From an optimization exercise on the open Yosys and OpenROAD flow, aimed at small area and a short achievable clock period; shortcuts taken in it are not production practice.
Function was not checked in any run shown here: the RTL went through the layout flow alone.
No activity file was given, so power comes from the tool's default toggle rates.

==> flow/design.v, too long to show whole: its modules and the start of the top module <==
// module pipe_mul: 4348 lines
// module pm_fa: 10 lines
// module pm_ha: 9 lines
module pipe_mul #(
    parameter int XLEN   = 32,
    parameter int STAGES = 4,
    parameter int TAG_W  = 4
) (
    input  logic                clk_i,
    input  logic                rst_i,
    input  logic                req_i,
    input  logic                flush_i,
    input  logic [1:0]          op_i,
    input  logic [XLEN-1:0]     a_i,
    input  logic [XLEN-1:0]     b_i,
    input  logic [TAG_W-1:0]    tag_i,
    output logic                ready_o,
    output logic [XLEN-1:0]     result_o,
    output logic [2*XLEN-1:0]   product_o,
    output logic [TAG_W-1:0]    tag_o,
    output logic                busy_o
);
  // ...
==> flow/flow/run.sh <==
#!/bin/bash
# Standard layout with plain buf_2 port buffers.
export BUFFER_PORTS_ARGS="-buffer_cell sky130_fd_sc_hd__buf_2"
bash standard.sh > standard.log 2>&1
==> flow/standard.sh <==
#!/bin/bash
# synth_recipe.tcl (not shown) runs the flow's synth.tcl, then flattens the netlist and writes it again
# the make line also repeats each setting of config.mk as NAME=value (left out here)
make -C /OpenROAD-flow-scripts/flow DESIGN_CONFIG=/design/flow/config.mk WORK_HOME=/design/flow/orfs CLKGATE_MAP_FILE= SYNTH_SCRIPT=/design/flow/synth_recipe.tcl "${@:-finish}"
==> flow/config.mk <==
export PLATFORM = sky130hd
export DESIGN_NAME = pipe_mul
export DESIGN_NICKNAME = pipe_mul
export VERILOG_FILES = /design/flow/design.v
export SDC_FILE = /design/flow/constraint.sdc
export NUM_CORES = 4
export LEC_CHECK = 0
export ABC_AREA = 1
export CAP_MARGIN = 20
export CORE_MARGIN = 2
export CORE_UTILIZATION = 40
export CTS_BUF_LIST = sky130_fd_sc_hd__clkbuf_4 sky130_fd_sc_hd__clkbuf_8
export SETUP_SLACK_MARGIN = 5
export SLEW_MARGIN = 20
export SYNTH_HIERARCHICAL = 1
==> flow/constraint.sdc <==
create_clock -name core_clock -period 8.5 [get_ports {clk_i}]
set_input_delay 1.7000 -clock core_clock [delete_from_list [all_inputs] [get_ports {clk_i}]]
set_output_delay 1.7000 -clock core_clock [all_outputs]
set_load 0.01 [all_outputs]
==> summary.txt, run 1 <==
Yosys instantiated no cell more often than xor2_1. The detailed router put a total of about 46 mm of wire on met1. The kind of cell adding the most delay to the critical path is adder cells. The endpoint identified for the worst register-to-register timing path is r2_w1054. The flow ran to the end and the layout has no timing, DRC or antenna violations. The initial core utilization is roughly two fifths.

The largest part of the power goes to combinational logic. The headroom to the max-slew limit is between 30% and 40%. The setup fix buffers added after clock tree synthesis is 4. The largest individual stage delay along the critical path comes from the cell xor2_1. The count of H-tree levels built during CTS came out at 3.

The worst path meets setup with ~5000 ps of slack. The worst hold path begins at r_tag[1][2]. The number of setup violations in the final report is 0. TritonCTS built the clock tree. The detailed-routed wire length on met2 came out at 48.7 mm.

The footprint of the flip-flops and latches is roughly 10000 um2. In the finished layout, the clock tree contains a buffer count of 126. In this run, post-CTS hold repair placed 0 buffers. In the synthesized netlist, the cells that appear most often are xor2_1 (552), o22ai_1 (512), fa_1 (499).

Timing would allow up to roughly 0.29 GHz. The number of enable flip-flop cells after synthesis came out at 0. For this run, global-route usage on met1 was measured as 33.8%. The worst slack at placement came out at between 4000 and 5000 ps. The power density over cell area came out at approximately 430 nW/um2. The max capacitance violation total came out at 0. The area overhead of the layout relative to synthesis is 12.1%. The flip-flop cell with the highest count after synthesis is dfxtp_1. The global-route track usage on met2 came out at roughly 37%. The mean post-synth cell area came out at between 10 and 15 um2. The floorplan step set the die width to just under 300 um.

The total via count in the routed design came out at between 20000 and 30000. The worst-case reg-to-reg path depth came out at 6. The clock skew after layout is roughly 51 ps. The dominant combinational cell family by area after synthesis is adder cells.

The share of power burned in combinational logic is between 60% and 70%. The later-pin clock latency in the skew report came out at roughly 730 ps. The maximum fanout encountered on the critical timing path is 33. The number of CTS-inserted buffers is 87. Leaving out the clock tree, the finished layout contains a buffer count of ~240. Global routing consumed, over all layers together, 24.8% of the routing resources. The number of gates on the worst path with buffers counted came out at 6.

The clock network power consumption came out at about 2.5 mW.
==> inputs of run 2 (changes only) <==
--- a/flow/design.v
+++ b/flow/design.v
@@ -4329,28 +4329,26 @@
         r3_w1644 <= w1644;
         r3_w1645 <= w1645;
         r1_w3 <= w3;
         r2_r1_w3 <= r1_w3;
         r3_r2_r1_w3 <= r2_r1_w3;
     end
     logic [63:0] w_prod;
     assign w_prod = {w2044, w2043, w2042, w2041, w2040, w2039, w2038, w2037, w2036, w2035, w2034, w2033, w2032, w2031, w2030, w2029, w2028, w2027, w2026, w2025, w2024, w2023, w2022, w2021, w2020, w2019, w2018, w2017, w2016, w2015, w2014, w2013, w2012, w2011, w2010, w2009, w2008, w2007, w2006, w2005, w2004, w2003, w2002, w2001, w2000, w1999, w1998, w1997, w1996, w1995, w1994, w1993, w1992, w1991, r3_w1655, r3_w1653, r3_w1651, r3_w1649, r3_w1647, r3_r2_w1095, r3_r2_w1093, r3_r2_w1091, r3_r2_w1089, r3_r2_w1087};
-    logic w_ld, w_ldl, w_ldh, w_hold;
+    logic w_ld, w_hold, r_sel_lo;
     assign w_ld   = rst_i & r_vld[3] & ~flush_i;
-    assign w_ldl  = w_ld & r3_r2_r1_w3;
-    assign w_ldh  = w_ld & ~r3_r2_r1_w3;
     assign w_hold = rst_i & ~(r_vld[3] & ~flush_i);
     always_ff @(posedge clk_i) begin
         ready_o   <= w_ld;
+        r_sel_lo  <= (r3_r2_r1_w3 & w_ld) | (r_sel_lo & w_hold);
         tag_o     <= (r_tag[3] & {4{w_ld}}) | (tag_o & {4{w_hold}});
         product_o <= (w_prod & {64{w_ld}}) | (product_o & {64{w_hold}});
-        result_o  <= (w_prod[31:0] & {32{w_ldl}}) | (w_prod[63:32] & {32{w_ldh}})
-                   | (result_o & {32{w_hold}});
     end
+    assign result_o = r_sel_lo ? product_o[31:0] : product_o[63:32];
 endmodule
 module pm_fa (
     input  logic a,
     input  logic b,
     input  logic c,
     output logic s,
     output logic co
 );
--- a/flow/config.mk
+++ b/flow/config.mk
@@ -5,11 +5,13 @@
 export SDC_FILE = /design/flow/constraint.sdc
 export NUM_CORES = 4
 export LEC_CHECK = 0
 export ABC_AREA = 1
 export CAP_MARGIN = 20
 export CORE_MARGIN = 2
 export CORE_UTILIZATION = 40
 export CTS_BUF_LIST = sky130_fd_sc_hd__clkbuf_4 sky130_fd_sc_hd__clkbuf_8
+export CTS_CLUSTER_DIAMETER = 60
+export CTS_CLUSTER_SIZE = 20
 export SETUP_SLACK_MARGIN = 5
 export SLEW_MARGIN = 20
 export SYNTH_HIERARCHICAL = 1
==> run 2 against run 1 <==
  * Flip-flop and latch count down 31
  * Cell count is 1.8% lower
  * Clock power down 41%
  * Maximum frequency is 0.93% higher
  * Largest cell class unchanged
==> summary.txt, run 2 <==
The later-pin clock latency in the skew report came to 670 ps (-60 ps). By count the netlist is led by xor2_1 (546), o22ai_1 (520), fa_1 (499). The number of distinct library cells after synthesis came out at 40.

The largest registers in the layout are product_o (64), r_tag (12), tag_o (4). The number of setup violations in the final report came out at 0 (unchanged). The cell at the root of the clock tree is clkbuf_8. The via count of the first global-routing pass came out at about 25000. The area of the core region is about 84000 um2. The share of the clock period used by the worst path after layout is between 40% and 50%.

The minimum clock period came out at between 3000 and 4000 ps. The share of post-route cells with drive strength above 1 is between 10% and 20%. The peak ir drop on the vdd network is ~0.28 mV.

The first-pass detailed-route iteration total is 8. The transition time at the pin with the least slew margin came out at approximately 1000 ps. The total negative slack came out at 0 ps. The total via count in the routed design is 24800 (-1.1%).

The leakage power is 16.1 nW. Summing every instance area after synthesis gives about 34000 um2. The library cell used most frequently in the layout, excluding fill and tap cells, is xor2_1. The number of enable flip-flop cells after synthesis came out at 0 (unchanged). The global route total overflow came out at 0. Along the worst hold path, the cell count comes to 0. The average vias per placed instance came out at around 5.6. After clock tree synthesis, the clock-pin slew on the worst setup and hold paths is around 110 ps. The maximum fanout encountered on the critical timing path is 33 (unchanged). The standard-cell row count came out at around 110.

The final total power is approximately 14 mW. The run finished with no timing, DRC or antenna violations. The register with the most flip-flops in the final layout is product_o.

The half-perimeter wire length of the detailed placement result is 77.9 mm. The count of H-tree levels built during CTS came out at 2 (-1). The headroom to the max-slew limit is 32.3% (+2.2 points).

The overall global routing resource usage came out at 25.5% (+0.76 points). The global-route wire length before repair is 164 mm. The worst-case reg-to-reg path depth came out at 7 (+1). The floorplan die height came out at roughly 300 um.

In the synthesized netlist the dominant register cell turns out to be dfxtp_1. The maximum clock rate is 0.292 GHz (+0.93%). The worst path required time came out at a little over 9000 ps. The placer congestion estimate came out at roughly 0.9.

STA classifies the critical path startpoint as a register. The setup path with the least slack is of type register to register. In the final design database the tool counted 3959 nets. The per-cell routed wire length came out at 25.2 um. The yosys synthesis warning count is 8. Buffers placed on the I/O ports in this run total between 150 and 200. After detailed routing, the total wire length is between 100 and 150 mm. TritonCTS built the clock tree.

The top cell type's share of synthesized area is just under 30%. The most common cell in the synthesized netlist is xor2_1. The top cell types in the final layout, fill and taps aside, are xor2_1 (545), o22ai_1 (519), fa_1 (491), dfxtp_1 (443), inv_1 (276). No sink is reached through more buffers than the 3 on the longest clock path.

The cts-stage hold buffer count is 0 (unchanged). In the routed design, unresolved DRC markers number 0. The die area is between 80000 and 90000 um2. The sequential-to-total area share from yosys stat is between 20 and 30%.

The count of routing violations after the opening detailed-route iteration came out at about 2400. The clock skew after layout is 36.6 ps (-14.6 ps). The power density over cell area came out at 383 nW/um2 (-11%). The number of CTS-inserted buffers came out at 41 (-53%). The largest net degree at the start of global routing is 40. Setup repair after global routing could not meet its margin everywhere. The class of the tightest hold or removal check is register to register. Relative to the synthesized area, the layout overhead comes to 9.11%. Pin placement for this block handled around 180 I/O pins. STA classifies the critical path endpoint as a register. The total count of hold-check failures in the final report came out at 0.

The share of synthesized flip-flops with an asynchronous set or reset came out at 0%. By area the synthesized netlist is led by fa_1 (30%), dfxtp_1 (27%), xor2_1 (14%), o22ai_1 (9.6%), ha_1 (5.3%). The clock net sink count came out at 463.

STA puts the critical path data arrival time at about 4000 ps. The max capacitance violation total came out at 0 (unchanged). fa_1 takes more of the synthesized area than any other cell.

The flip-flop count of the largest register after layout came out at 64. The cell count after synthesis came out at between 3000 and 4000. On the final layout, the worst hold slack is 313 ps. The number of nets handed over by synthesis was roughly 3900.

The number of slew-limit violations in the final report is 0. After detailed placement, the design holds a cell count of between 4000 and 5000. The finished layout holds 4406 standard cells, fillers aside. The detail route stage leaves a number of antenna-violating nets equal to 0. The width of the die is 295 um (-0.76%).

The initial core utilization came out at 40.4% (+0.075 points). The mean post-synth cell area is 10.5 um2 (-1.8%). The number of inserted filler cells in the final layout is 7961.

The number of antenna violations at the first check in global routing came out at 7. In this run, synthesis produced a sequential element count of roughly 460.
run 2: cell types whose count changed in the layout (fill, tap and decap cells not counted), sizes merged, moves of 12 or more:
cell    delta
clkbuf    -83
inv       +55
xnor2     -19
or2       +17
dfxtp     -31
o211ai    -13
o21ai     +24
a22o      -17
o311ai    -12
nand2     -12
run 2: final cells by class:
cell class	instances	area, um2	share of cell area [%]
sequential	463	9300	25.2
tap	1134	1420	3.85
clock buffer	43	592	1.61
clock inverter	27	340	0.923
timing repair buffer	237	1410	3.82
inverter	316	1260	3.41
antenna	2	5.00	0.0136
multi-input combinational	2184	22500	61.1
run 2: worst paths after layout:
kind                                start          to  slack [ps]
worst max-delay path            r1_b_i_15     r2_w730        5070
worst min-delay path              r1_w401  r2_r1_w401         310
worst max register to register  r1_b_i_15     r2_w730        5070
worst min register to register    r1_w401  r2_r1_w401         310
run 2: per-stage QoR:
step / util (%) / setup slack, ps / instance area, um2
after global placement: 42.4 / 4600 / 35500
after detailed placement: 42.5 / 4640 / 35600
final: 44.0 / 5070 / 36900
after global routing: 44.0 / 4980 / 36900
after CTS: 43.8 / 5010 / 36600
after floorplan: - / 5290 / 33800
run 2: timing repair:
item	in CTS	in global routing
pin swaps	7	8
setup buffers	4	6
resized for setup	36	39
gates cloned	0	0
endpoints found under the setup margin	78	65
run 2: cell families (layout without fill, tap and decap cells):
group           count (synthesis)  after routing  share of synthesized area [%]
compound gates                669            669                           12.5
xor+xnor                      546            546                           14.2
fa+ha+maj                     642            642                           34.9
buf+inv                       564            623                           6.38
flops                         463            463                           27.4
mux                            16             16                          0.533
other cells                     0              2                              0
simple gates                  311            311                           4.13
run 2: critical path, stage by stage, from the launching register on:
cell and delay [ps]:
dfxtp_2 320, buf_4 580, inv_1 350, xor2_1 270, fa_1 410, fa_1 430
fa_1 550, fa_1 410
run 2: where the power goes:
group          internal (mW)  switching (mW)
Combinational           3.98            5.36
Sequential              2.97           0.349
Clock                  0.544           0.938
Total                   7.49            6.64
run 2: modules after synthesis (local to each module, per instance):
module	flops+latches	times used	cell area [um2]
pipe_mul	463	1	23400
pm_fa	0	472	20.0
pm_ha	0	76	12.5
run 2: metal layers:
layer | vias up | GRT usage (%) | part of all wire [%]
met5 | - | 0 | 0.011
met4 | 2 | 11.1 | 4.6
met3 | 251 | 7.04 | 11
met2 | 1518 | 38.0 | 43
met1 | 12400 | 34.7 | 41
li1 | 10700 | - | -
==> inputs of run 3 (changes only) <==
--- a/flow/config.mk
+++ b/flow/config.mk
@@ -11,5 +11,5 @@
 export CORE_UTILIZATION = 40
-export CTS_BUF_LIST = sky130_fd_sc_hd__clkbuf_4 sky130_fd_sc_hd__clkbuf_8
-export CTS_CLUSTER_DIAMETER = 60
-export CTS_CLUSTER_SIZE = 20
+export CTS_BUF_LIST = sky130_fd_sc_hd__clkbuf_8 sky130_fd_sc_hd__clkbuf_16
+export CTS_CLUSTER_DIAMETER = 50
+export CTS_CLUSTER_SIZE = 24
 export SETUP_SLACK_MARGIN = 5
==> run 3 against run 2 <==
  * First-iteration DRC count fell by 4.7%
  * Synthesized cell count did not move
  * Via count barely moved
  * Combinational power barely moved
  * Clock power rose by 74%
  * Register-to-register slack got worse by 20 ps
  * Utilization rose by 1.4 points
  * Critical path depth did not move
  * Clock-buffer cell count rose by 13
  * Critical path type unchanged
  * Largest cell class unchanged
==> summary.txt, run 3 <==
The share of post-route cells with drive strength above 1 is 15.0% (+1.1 points). By startpoint and endpoint, the worst setup path is classified as register to register. The peak ir drop on the vdd network is 0.306 mV (+7.6%). In the layout the commonest cells are xor2_1 (545), o22ai_1 (519), fa_1 (491), dfxtp_1 (445), inv_1 (272).

The final total power was 15.2 mW (+7.9%). The maximum clock rate is 0.290 GHz (-0.50%). The area growth from synthesis to layout is 12.5%. The number of distinct library cells after synthesis is 40 (unchanged). The per-cell routed wire length came to 25.1 um (-0.25%). The cell depth of the worst min-delay path is 0 (unchanged). The cell taking the most area after synthesis is fa_1. The power density over cell area came out at 401 nW/um2 (+4.6%). The complex-gate fraction of the synthesized area came to 12.5% (unchanged).

The overall global routing resource usage came out at 25.6% (+0.099 points). The setup slack of the most critical reg-to-reg path is 5060 ps (-20 ps). The nature of the critical path endpoint is a register. The cell at the root of the clock tree is clkbuf_16. The run finished with no timing, DRC or antenna violations. The maximum fanout encountered on the critical timing path came out at 33 (unchanged). The area of the core region is 83700 um2 (unchanged).

The number of remaining DRC errors came to 0 (unchanged). The die area is 86800 um2 (unchanged). The top-level I/O count was 176 (unchanged). Setup repair after global routing could not meet its margin everywhere.

For this run, the leading register cell type out of synthesis is dfxtp_1. The non-filler instance count after layout was 4442 (+0.82%). The number of slew-limit violations in the final report came out at 0 (unchanged).

The number of inserted filler cells in the final layout is 7852 (-1.4%). The width of the die is 295 um (unchanged). The initial core utilization came out at 40.4% (unchanged). The count of H-tree levels built during CTS came to 2 (unchanged). The worst path required time came to 9030 ps (-30 ps).

The slowest cell on the critical path is buf_4. The floorplan die height is 295 um (unchanged). The minimum clock period is 3440 ps (+17.1 ps). The class of the tightest hold or removal check is register to register. The sequential-to-total area share from yosys stat came out at 27.4% (unchanged). The total buffers and inverters traversed by the critical path is 2 (unchanged). The total wire length after detailed routing is 112 mm (+0.57%). The mean post-synth cell area came out at 10.5 um2 (unchanged). The commonest non-fill, non-tap cell in the layout is xor2_1. The via count of the first global-routing pass came out at 25300 (+0.94%). By area the synthesized netlist is led by fa_1 (30%), dfxtp_1 (27%), xor2_1 (14%), o22ai_1 (9.6%), ha_1 (5.3%). The worst register-to-register path ends at r2_w730. The max capacitance violation total is 0 (unchanged). The largest registers in the layout are product_o (64), r_tag (12), tag_o (4). The first-pass detailed-route iteration total is 6 (-2). The global route total overflow is 0 (unchanged). The largest stage delay on the critical path is 570 ps (about the same).

The cts-stage hold buffer count came to 0 (unchanged). The half-perimeter wire length of the detailed placement result is 77.9 mm (unchanged). The transition time at the pin with the least slew margin came to 958 ps (-46.0 ps). By count the netlist is led by xor2_1 (546), o22ai_1 (520), fa_1 (499).

The flip-flop count of the largest register after layout came out at 64 (unchanged). The simple-gate portion of the synthesized area came out at 4.13% (unchanged). The number of CTS-inserted buffers is 53 (+29%). The worst setup path is launched from a register. The leakage power is 16.6 nW (+3.4%). The combined area of all synthesized cells is 33800 um2 (unchanged). The share of synthesized flip-flops with an asynchronous set or reset came out at 0% (unchanged).

The clock skew after layout is 45.7 ps (+9.11 ps). The placer congestion estimate is 0.902 (unchanged). The cell count after synthesis came out at 3211 (unchanged). The adder-cell share of the synthesized area is 34.9% (unchanged).

The top cell type's share of synthesized area was 29.6% (unchanged). The synthesized net count was 3927 (unchanged). The number of setup violations in the final report is 0 (unchanged). Counting flops per register, the top entry is product_o.

The residual antenna-violating net count after detailed routing is 0 (unchanged). The clock-pin slew reported for the worst setup and hold paths after clock tree synthesis came out at 70 ps (-40 ps). The later-pin clock latency in the skew report came to 660 ps (about the same). The worst-case clock buffer depth is 3 (unchanged). The number of enable flip-flop cells after synthesis was 0 (unchanged).

The parity-gate share of the synthesized area counting xor and xnor cells is 14.2% (unchanged). The utilization of the core after routing came out at 45.4% (+1.4 points). The worst-case reg-to-reg path depth came out at 7 (unchanged). The global-route wire length before repair came out at 165 mm (+0.37%). The largest net degree at the start of global routing is 40 (unchanged).

The worst setup margin is 5060 ps (-17.1 ps). The count of routing violations after the opening detailed-route iteration came to 2331 (-4.7%). The synthesized flop and latch total is 463 (unchanged). The worst slack at placement came to 4640 ps (unchanged).

The kind of cell adding the most delay to the critical path is adder cells. The area occupied by multi-input gates was 22500 um2 (about the same). The footprint of the flip-flops and latches is 9300 um2 (about the same). The startpoint identified for the worst hold timing path is r1_w401. The final net count was 3979 (+0.51%). The standard-cell row count is 106 (unchanged). Yosys instantiated no cell more often than xor2_1. The headroom to the max-slew limit is 35.4% (+3.1 points).

The startpoint identified for the worst register-to-register timing path is r1_b_i_15. The dominant combinational cell family by area after synthesis is adder cells. The most common cell type on the critical path is fa_1. The number of antenna violations at the first check in global routing came out at 5 (-2). The yosys synthesis warning count is 8 (unchanged). The share of synthesized area spent on multiplexers came out at 0.533% (unchanged). For hold timing, the worst endpoint is r2_r1_w401. The average vias per placed instance came out at 5.59 (-0.82%). The total negative slack is 0 ps (unchanged).

The total via count in the routed design is 24800 (-0.0081%). The clock net sink count came out at 463 (unchanged). The total count of hold-check failures in the final report is 0 (unchanged). The share of the clock period used by the worst path after layout came out at 40.5% (+0.20 points). The signal on the critical path passes through buf_4 -> inv_1 -> xor2_1 -> fa_1 -> fa_1 -> fa_1 -> fa_1.

The data arrival time of the critical path is 3970 ps (-20 ps). The total of buffers placed on input and output ports came out at 175 (unchanged). TritonCTS built the clock tree. The count of placed standard cells including taps came out at 4324 (unchanged).
## run 3: cell counts after synthesis
No cell type changed its count.
## run 3: logic make-up (layout without fill, tap and decap cells)
kind of cell               Yosys count  after routing
AOI/OAI and AO/OA                  669            669
xor gates and xnor gates           546            546
adders and majority gates          642            642
buffers and inverters              564            660
DFF                                463            463
muxes                               16             16
other                                0              1
and+or+nand+nor                    311            311
## run 3: worst max path at each step
stage / slack (ps) / endpoint / from / cells after the start
2_1_floorplan: 5290 / product_o[56] / r3_w1377 / 19
3_3_place_gp: 4600 / product_o[40] / rst_i / 9
3_5_place_dp: 4640 / product_o[40] / rst_i / 9
4_1_cts: 5010 / r2_w912 / r1_b_i_1 / 5
5_1_grt: 4970 / product_o[54] / r3_w1377 / 17
6_report: 5060 / r2_w730 / r1_b_i_15 / 7
## run 3: what timing repair did
action,4_1_cts,5_1_grt
endpoints found under the hold margin,0,0
pin swaps,7,9
buffers inserted,3,15
resized for setup,34,42
endpoints found under the setup margin,80,67
## run 3: report_power, final
part / total, mW / internal [mW] / leakage, nW / switching [mW]
sequential: 3.32 / 2.97 / 3.87 / 0.352
clock: 2.58 / 1.36 / 0.985 / 1.23
combinational: 9.34 / 3.98 / 11.8 / 5.36
## run 3: final cells by class
cell class / instances / area share [%]
timing repair buffer: 245 / 3.83
antenna: 1 / 0.00658
clock buffer: 56 / 3.60
sequential: 463 / 24.5
inverter: 316 / 3.34
tap: 1134 / 3.73
clock inverter: 43 / 1.75
multi-input combinational: 2184 / 59.3
## run 3: worst reg2reg max path: cells and delay by family, from the launching register on
family	cells	cell delay (ps)
flip-flops	1	310
adder cells (fa/ha/maj)	4	1800
buffers and inverters	2	940
XOR/XNOR	1	270
## run 3: Yosys stat by module, one instance, submodules excluded
| module | times used | cells | flip-flops and latches | area, um2 |
|---|---|---|---|---|
| pm_ha | 76 | 1 | 0 | 12.5 |
| pipe_mul | 1 | 2663 | 463 | 23400 |
| pm_fa | 472 | 1 | 0 | 20.0 |
## run 3: metal layers
| metal | GRT usage, % | routed length (um) |
|---|---|---|
| met5 | 0 | 12 |
| met4 | 11.2 | 5080 |
| met3 | 7.30 | 12500 |
| met2 | 38.4 | 48600 |
| met1 | 34.5 | 45600 |
## run 3: per-stage QoR
stage | instance area [um2] | hold slack (ps)
6_report | 38000 | 320
5_1_grt | 38000 | 320
4_1_cts | 37700 | 317
3_5_place_dp | 35600 | 312
3_3_place_gp | 35500 | 310
2_1_floorplan | 33800 | 310

re-timing with driven ports:
The results above use ideal ports. As a check the final layouts listed here were re-extracted and re-timed, cells and wires unchanged.
Step 1 (the two cells are an assumption about what drives the block):
set clk [get_ports {clk_i}]
set_driving_cell -lib_cell sky130_fd_sc_hd__clkbuf_16 $clk
set_driving_cell -lib_cell sky130_fd_sc_hd__buf_2 [delete_from_list [all_inputs] $clk]
Step 2, shift: input delay + t, output delay - t, t = (earliest + latest rising clock arrival at the registers) / 2. This alone moves slack from input paths to output paths.
Three values: ideal ports, drivers, drivers and shift; two values: the first two.
run	t, ns	setup WS [ns]	clock arrival spread, ns	worst data-port slew with drivers (ns)
run 1	0.760	5.042 / 5.042 / 4.694	0.051 / 0.051	0.17
run 2	0.721	5.074 / 5.069 / 4.659	0.038 / 0.038	0.07
run 3	0.698	5.057 / 5.036 / 4.665	0.046 / 0.046	0.07
After both steps every run listed still meets setup and hold. For run 2, which loses most, drivers alone change the setup slack by -0.005 ns; drivers and shift together by -0.415 ns.
